Background: an optimization exercise with open tools, aiming at small area, a short achievable clock period and few clock cycles per item. Do not read the settings as production practice.
Power and IR drop assume default switching activity.

main:
==> flow/design.v <==
`timescale 1ns / 1ps
package fsa_pkg;
   localparam int STEP_LEN_WIDTH   = 25;
   localparam int STEP_LIM_WIDTH   = 8;
   localparam int REM_WIDTH        = 24;
   localparam int DROP_TIME_WIDTH  = 48;
   localparam int COUNT_WIDTH      = 32;
   localparam int ELAPSED_WIDTH    = 32;
   localparam int BLEND_WIDTH      = 17;
   localparam int CSR_INDEX_WIDTH  = 4;
   localparam int CSR_DATA_WIDTH   = 25;
   localparam logic [STEP_LEN_WIDTH-1:0] STEP_LENGTH_MIN   = 25'd65536;
   localparam logic [STEP_LEN_WIDTH-1:0] STEP_LENGTH_MAX   = 25'd16777216;
   localparam logic [STEP_LEN_WIDTH-1:0] STEP_LENGTH_RESET = 25'd279620;
   localparam logic [STEP_LIM_WIDTH-1:0] STEP_LIMIT_RESET  = 8'd5;
   localparam logic [CSR_INDEX_WIDTH-1:0] REG_STEP_LENGTH = 4'd0;
   localparam logic [CSR_INDEX_WIDTH-1:0] REG_STEP_LIMIT  = 4'd1;
endpackage
`timescale 1ns / 1ps
`timescale 1ns / 1ps
import fsa_pkg::*;
module fixed_step_accumulator (
   input  logic                                 clock,
   input  logic                                 reset,
   input  logic                                 req_valid,
   output logic                                 req_ready,
   input  logic                                 req_operation,
   input  logic signed [fsa_pkg::ELAPSED_WIDTH-1:0] req_elapsed,
   output logic                                 rsp_valid,
   input  logic                                 rsp_ready,
   output logic [fsa_pkg::STEP_LIM_WIDTH-1:0]   rsp_step_count,
   output logic                                 rsp_dropped,
   output logic [fsa_pkg::BLEND_WIDTH-1:0]      rsp_blend_fraction,
   output logic [fsa_pkg::COUNT_WIDTH-1:0]      rsp_drop_count,
   output logic [fsa_pkg::DROP_TIME_WIDTH-1:0]  rsp_dropped_time,
   output logic [fsa_pkg::COUNT_WIDTH-1:0]      rsp_total_steps,
   input  logic                                 csr_valid,
   output logic                                 csr_ready,
   input  logic [fsa_pkg::CSR_INDEX_WIDTH-1:0]  csr_index,
   input  logic [fsa_pkg::CSR_DATA_WIDTH-1:0]   csr_data
);
   localparam int J    = 2;
   localparam int BPC  = 2 * J;                      
   localparam int NFC  = 16 / BPC;                   
   localparam int NIC  = (8 + BPC - 1) / BPC;        
   localparam int MW   = NIC * BPC;                  
   localparam int QW   = MW + 16;                    
   localparam int CW   = 3;
   localparam logic [2:0] ST_IDLE = 3'd0;
   localparam logic [2:0] ST_INT  = 3'd1;
   localparam logic [2:0] ST_FRAC = 3'd2;
   localparam logic [2:0] ST_CLR  = 3'd3;
   localparam logic [2:0] ST_DROP = 3'd4;
   logic [STEP_LEN_WIDTH-1:0] step_ff;
   logic [STEP_LIM_WIDTH-1:0] limit_ff;
   logic [25:0]               step3_ff;      
   logic [STEP_LEN_WIDTH-1:0] csr_len;
   logic [STEP_LIM_WIDTH-1:0] csr_lim;
   logic [REM_WIDTH-1:0]       rem_ff;
   logic [DROP_TIME_WIDTH-1:0] disc_ff;
   logic [COUNT_WIDTH-1:0]     drops_ff;
   logic [COUNT_WIDTH-1:0]     total_ff;
   logic        buf_ff;
   logic        bop_ff;
   logic [30:0] bel_ff;
   logic [2:0]    st_ff;
   logic [CW-1:0] cnt_ff;
   logic          first_ff;
   logic [31:0]   rw_ff;       
   logic [QW-1:0] qs_ff;       
   logic [MW-1:0] lsh_ff;      
   logic          tight_ff;
   logic          dc_ff;       
   logic                      rsp_valid_ff;
   logic [STEP_LIM_WIDTH-1:0] out_steps_ff;
   logic                      out_drop_ff;
   logic [15:0]               out_blend_ff;
   always_comb begin
      csr_len = csr_data[STEP_LEN_WIDTH-1:0];
      if (csr_len < STEP_LENGTH_MIN) begin
         csr_len = STEP_LENGTH_MIN;
      end else if (csr_len > STEP_LENGTH_MAX) begin
         csr_len = STEP_LENGTH_MAX;
      end
      csr_lim = csr_data[STEP_LIM_WIDTH-1:0];
      if (csr_lim == '0) begin
         csr_lim = 8'd1;
      end
   end
   assign csr_ready = 1'b1;
   logic [2:0] nbc;
   always_comb begin
      int bl;
      bl = 1;
      for (int b = 0; b < 8; b++) begin
         if (limit_ff[b]) bl = b + 1;
      end
      nbc = 3'((bl + BPC - 1) / BPC);
   end
   logic [31:0]   r_s [0:J];
   logic [QW-1:0] q_s [0:J];
   logic          t_s [0:J];
   logic          clamp;
   assign clamp  = (st_ff == ST_INT);
   assign r_s[0] = rw_ff;
   assign q_s[0] = qs_ff;
   assign t_s[0] = tight_ff;
   for (genvar i = 0; i < J; i++) begin : g_step
      logic [31:0] t;
      logic [32:0] d1, d2, d3;
      logic        f1, f2, f3;
      logic [1:0]  m;
      logic        ct;
      logic        s1, s2, s3;
      assign t  = {r_s[i][29:0], q_s[i][QW-1:QW-2]};
      assign d1 = {1'b0, t} - {8'd0, step_ff};
      assign d2 = {1'b0, t} - {7'd0, step_ff, 1'b0};
      assign d3 = {1'b0, t} - {7'd0, step3_ff};
      assign f1 = !d1[32];
      assign f2 = !d2[32];
      assign f3 = !d3[32];
      assign m  = lsh_ff[MW-1-2*i -: 2];
      assign ct = clamp && t_s[i];
      assign s3 = f3 && (!ct || (m == 2'd3));
      assign s2 = f2 && !s3 && (!ct || m[1]);
      assign s1 = f1 && !s3 && !s2 && (!ct || (m != 2'd0));
      assign r_s[i+1] = s3 ? d3[31:0] : s2 ? d2[31:0] : s1 ? d1[31:0] : t;
      assign q_s[i+1] = {q_s[i][QW-3:0], s3 || s2, s3 || s1};
      assign t_s[i+1] = t_s[i] && ((m == 2'd0) || (m == 2'd1 && f1) ||
                                   (m == 2'd2 && f2) || (m == 2'd3 && f3));
   end
   logic adv;
   logic fin;
   logic emit;
   logic start;
   logic drop;
   logic dchk;
   logic int_last;
   logic frac_last;
   logic drop_last;
   assign adv       = !(rsp_valid_ff && !rsp_ready);
   assign int_last  = (st_ff == ST_INT) && (cnt_ff == '0);
   assign frac_last = (st_ff == ST_FRAC) && (cnt_ff == '0);
   assign drop_last = (st_ff == ST_DROP) && (cnt_ff == '0);
   assign dchk      = (st_ff == ST_FRAC) && first_ff;
   assign drop      = tight_ff && (rw_ff >= 32'(step_ff));
   assign fin       = (st_ff == ST_CLR) || frac_last || drop_last;
   assign emit      = fin && adv;
   assign start     = buf_ff && ((st_ff == ST_IDLE) || emit);
   assign req_ready = !buf_ff;
   logic [31:0] a_sum;
   assign a_sum = 32'(rem_ff) + 32'(bel_ff);
   logic [31:0]   rw_ld;
   logic [QW-1:0] qs_ld;
   logic [MW-1:0] lsh_ld;
   always_comb begin
      rw_ld  = a_sum;
      qs_ld  = '0;
      lsh_ld = '0;
      for (int c = 1; c <= NIC; c++) begin
         if (nbc == 3'(c)) begin
            rw_ld  = a_sum >> (c * BPC);
            qs_ld  = QW'(a_sum) << (QW - c * BPC);
            lsh_ld = MW'(limit_ff) << (MW - c * BPC);
         end
      end
   end
   always_ff @(posedge clock) begin
      if (reset) begin
         step_ff  <= STEP_LENGTH_RESET;
         limit_ff <= STEP_LIMIT_RESET;
      end else if (csr_valid) begin
         if (csr_index == REG_STEP_LENGTH) begin
            step_ff <= csr_len;
         end
         if (csr_index == REG_STEP_LIMIT) begin
            limit_ff <= csr_lim;
         end
      end
   end
   always_ff @(posedge clock) begin
      step3_ff <= 26'(step_ff) + {step_ff, 1'b0};
   end
   always_ff @(posedge clock) begin
      if (reset) begin
         buf_ff <= 1'b0;
      end else if (req_valid && !buf_ff) begin
         buf_ff <= 1'b1;
         bop_ff <= req_operation;
         bel_ff <= req_elapsed[31] ? 31'd0 : req_elapsed[30:0];
      end else if (start) begin
         buf_ff <= 1'b0;
      end
   end
   logic [16:0] dpart;
   assign dpart = {1'b0, disc_ff[15:0]} + {1'b0, rw_ff[15:0]} + {16'd0, dc_ff && !dchk};
   always_ff @(posedge clock) begin
      if (reset) begin
         st_ff <= ST_IDLE;
      end else if (start) begin
         st_ff    <= bop_ff ? ST_CLR : ST_INT;
         cnt_ff   <= CW'(nbc - 3'd1);
         rw_ff    <= rw_ld;
         qs_ff    <= qs_ld;
         lsh_ff   <= lsh_ld;
         tight_ff <= 1'b1;
      end else if (adv) begin
         unique case (st_ff)
            ST_INT: begin
               rw_ff    <= r_s[J];
               qs_ff    <= q_s[J];
               lsh_ff   <= lsh_ff << BPC;
               tight_ff <= t_s[J];
               cnt_ff   <= cnt_ff - 1'b1;
               first_ff <= 1'b1;
               if (cnt_ff == '0) begin
                  st_ff  <= ST_FRAC;
                  cnt_ff <= CW'(NFC - 1);
               end
            end
            ST_FRAC: begin
               first_ff <= 1'b0;
               if (dchk && drop) begin
                  st_ff  <= ST_DROP;
                  cnt_ff <= CW'(1);
                  rw_ff  <= rw_ff >> 16;
                  dc_ff  <= dpart[16];
               end else begin
                  rw_ff  <= r_s[J];
                  qs_ff  <= q_s[J];
                  cnt_ff <= cnt_ff - 1'b1;
                  if (cnt_ff == '0) begin
                     st_ff <= ST_IDLE;
                  end
               end
            end
            ST_DROP: begin
               rw_ff  <= rw_ff >> 16;
               dc_ff  <= dpart[16];
               cnt_ff <= cnt_ff - 1'b1;
               if (cnt_ff == '0) begin
                  st_ff <= ST_IDLE;
               end
            end
            ST_CLR: begin
               st_ff <= ST_IDLE;
            end
            default: begin
               st_ff <= ST_IDLE;
            end
         endcase
      end
   end
   always_ff @(posedge clock) begin
      if (reset) begin
         rem_ff       <= '0;
         disc_ff      <= '0;
         drops_ff     <= '0;
         total_ff     <= '0;
         rsp_valid_ff <= 1'b0;
      end else begin
         if (start && bop_ff) begin
            rem_ff <= '0;
         end
         if (adv && int_last) begin
            out_steps_ff <= q_s[J][7:0];
         end
         if (adv && dchk) begin
            rem_ff <= drop ? '0 : rw_ff[REM_WIDTH-1:0];
         end
         if (adv && ((dchk && drop) || (st_ff == ST_DROP))) begin
            if (drop_last && dpart[16]) begin
               disc_ff <= '1;
            end else begin
               disc_ff <= {dpart[15:0], disc_ff[DROP_TIME_WIDTH-1:16]};
            end
         end
         if (emit) begin
            rsp_valid_ff <= 1'b1;
            if (st_ff == ST_CLR) begin
               out_steps_ff <= '0;
               out_drop_ff  <= 1'b0;
               out_blend_ff <= '0;
               disc_ff      <= '0;
               drops_ff     <= '0;
            end else begin
               total_ff <= total_ff + COUNT_WIDTH'(out_steps_ff);
               if (st_ff == ST_DROP) begin
                  out_drop_ff  <= 1'b1;
                  out_blend_ff <= '0;
                  if (drops_ff != '1) begin
                     drops_ff <= drops_ff + 1'b1;
                  end
               end else begin
                  out_drop_ff  <= 1'b0;
                  out_blend_ff <= q_s[J][15:0];
               end
            end
         end else if (rsp_ready) begin
            rsp_valid_ff <= 1'b0;
         end
      end
   end
   assign rsp_valid          = rsp_valid_ff;
   assign rsp_step_count     = out_steps_ff;
   assign rsp_dropped        = out_drop_ff;
   assign rsp_blend_fraction = {1'b0, out_blend_ff};
   assign rsp_drop_count     = drops_ff;
   assign rsp_dropped_time   = disc_ff;
   assign rsp_total_steps    = total_ff;
endmodule
Settings: LEC_CHECK=0, CAP_MARGIN=20, CORE_MARGIN=2, CORE_UTILIZATION=40, SETUP_SLACK_MARGIN=5, SLEW_MARGIN=20; clock period 10.0 ns.
run.sh (not shown) runs the stock make flow with config.mk's settings and CLKGATE_MAP_FILE= SYNTH_SCRIPT=/design/flow/synth_recipe.tcl, a recipe that flattens the netlist after the stock synthesis.
diff inputs: main => the feature branch
--- a/flow/design.v
+++ b/flow/design.v
@@ -36,13 +36,13 @@
    output logic [fsa_pkg::COUNT_WIDTH-1:0]      rsp_total_steps,
    input  logic                                 csr_valid,
    output logic                                 csr_ready,
    input  logic [fsa_pkg::CSR_INDEX_WIDTH-1:0]  csr_index,
    input  logic [fsa_pkg::CSR_DATA_WIDTH-1:0]   csr_data
 );
-   localparam int J    = 2;
+   localparam int J    = 1;
    localparam int BPC  = 2 * J;                      
    localparam int NFC  = 16 / BPC;                   
    localparam int NIC  = (8 + BPC - 1) / BPC;        
    localparam int MW   = NIC * BPC;                  
    localparam int QW   = MW + 16;                    
    localparam int CW   = 3;
==> comparison <==
Share of cell area taken by flip-flops and latches ended up 5.5 points higher on the feature branch than on main. main → the feature branch: routability congestion estimate lower; end-of-flow core utilization lower; routed via count divided by cell count lower; fmax higher; global-route usage lower. Between main and the feature branch, final area is higher for main, the feature branch comes in under that. Relative to main, final period utilization has decreased by 21 points in the feature branch. Global-route wire length before repair of the feature branch falls short of that of main by more than 10%. Re combinational share of power: main and the feature branch aren't equal, and the higher value belongs to main. In the flow results for main and the feature branch, the portion of the layout cell area used by clock cells is smaller on main. The feature branch: cell count 712 below main. The clock-buffer cell count in the feature branch was lower than what main gave.
No run of this note included a check of the RTL's function; only the layout flow was run.

## port drivers added, routing unchanged
How much do the figures lean on ideal ports? The routed layouts below were timed once more, with nothing changed but the port constraints. Step 1 (the two cells are an assumption about what drives the block):
set clk [get_ports {clock}]
set_driving_cell -lib_cell sky130_fd_sc_hd__clkbuf_16 $clk
set_driving_cell -lib_cell sky130_fd_sc_hd__buf_2 [delete_from_list [all_inputs] $clk]
Step 2 also shifts input and output timing later by t, the mid clock arrival at the registers, as if the neighbouring blocks saw the same clock. a / b / c = ideal ports / drivers / drivers and shift; a / b = the first two.
run | t (ns) | slack for setup (ns) | worst hold slack (ns) | latest minus earliest clock arrival (ns) | worst slew at a driven data input, ns
main | 0.633 | 3.089 / 3.089 / 3.089 | 0.445 / 0.445 / 0.445 | 0.021 / 0.021 | 0.11
the feature branch | 0.635 | 5.237 / 5.237 / 4.671 | 0.468 / 0.468 / 0.468 | 0.024 / 0.024 | 0.08
After both steps every run listed still meets setup and hold. For the feature branch, which loses most, drivers alone change the setup slack by 0.000 ns; drivers and shift together by -0.566 ns.
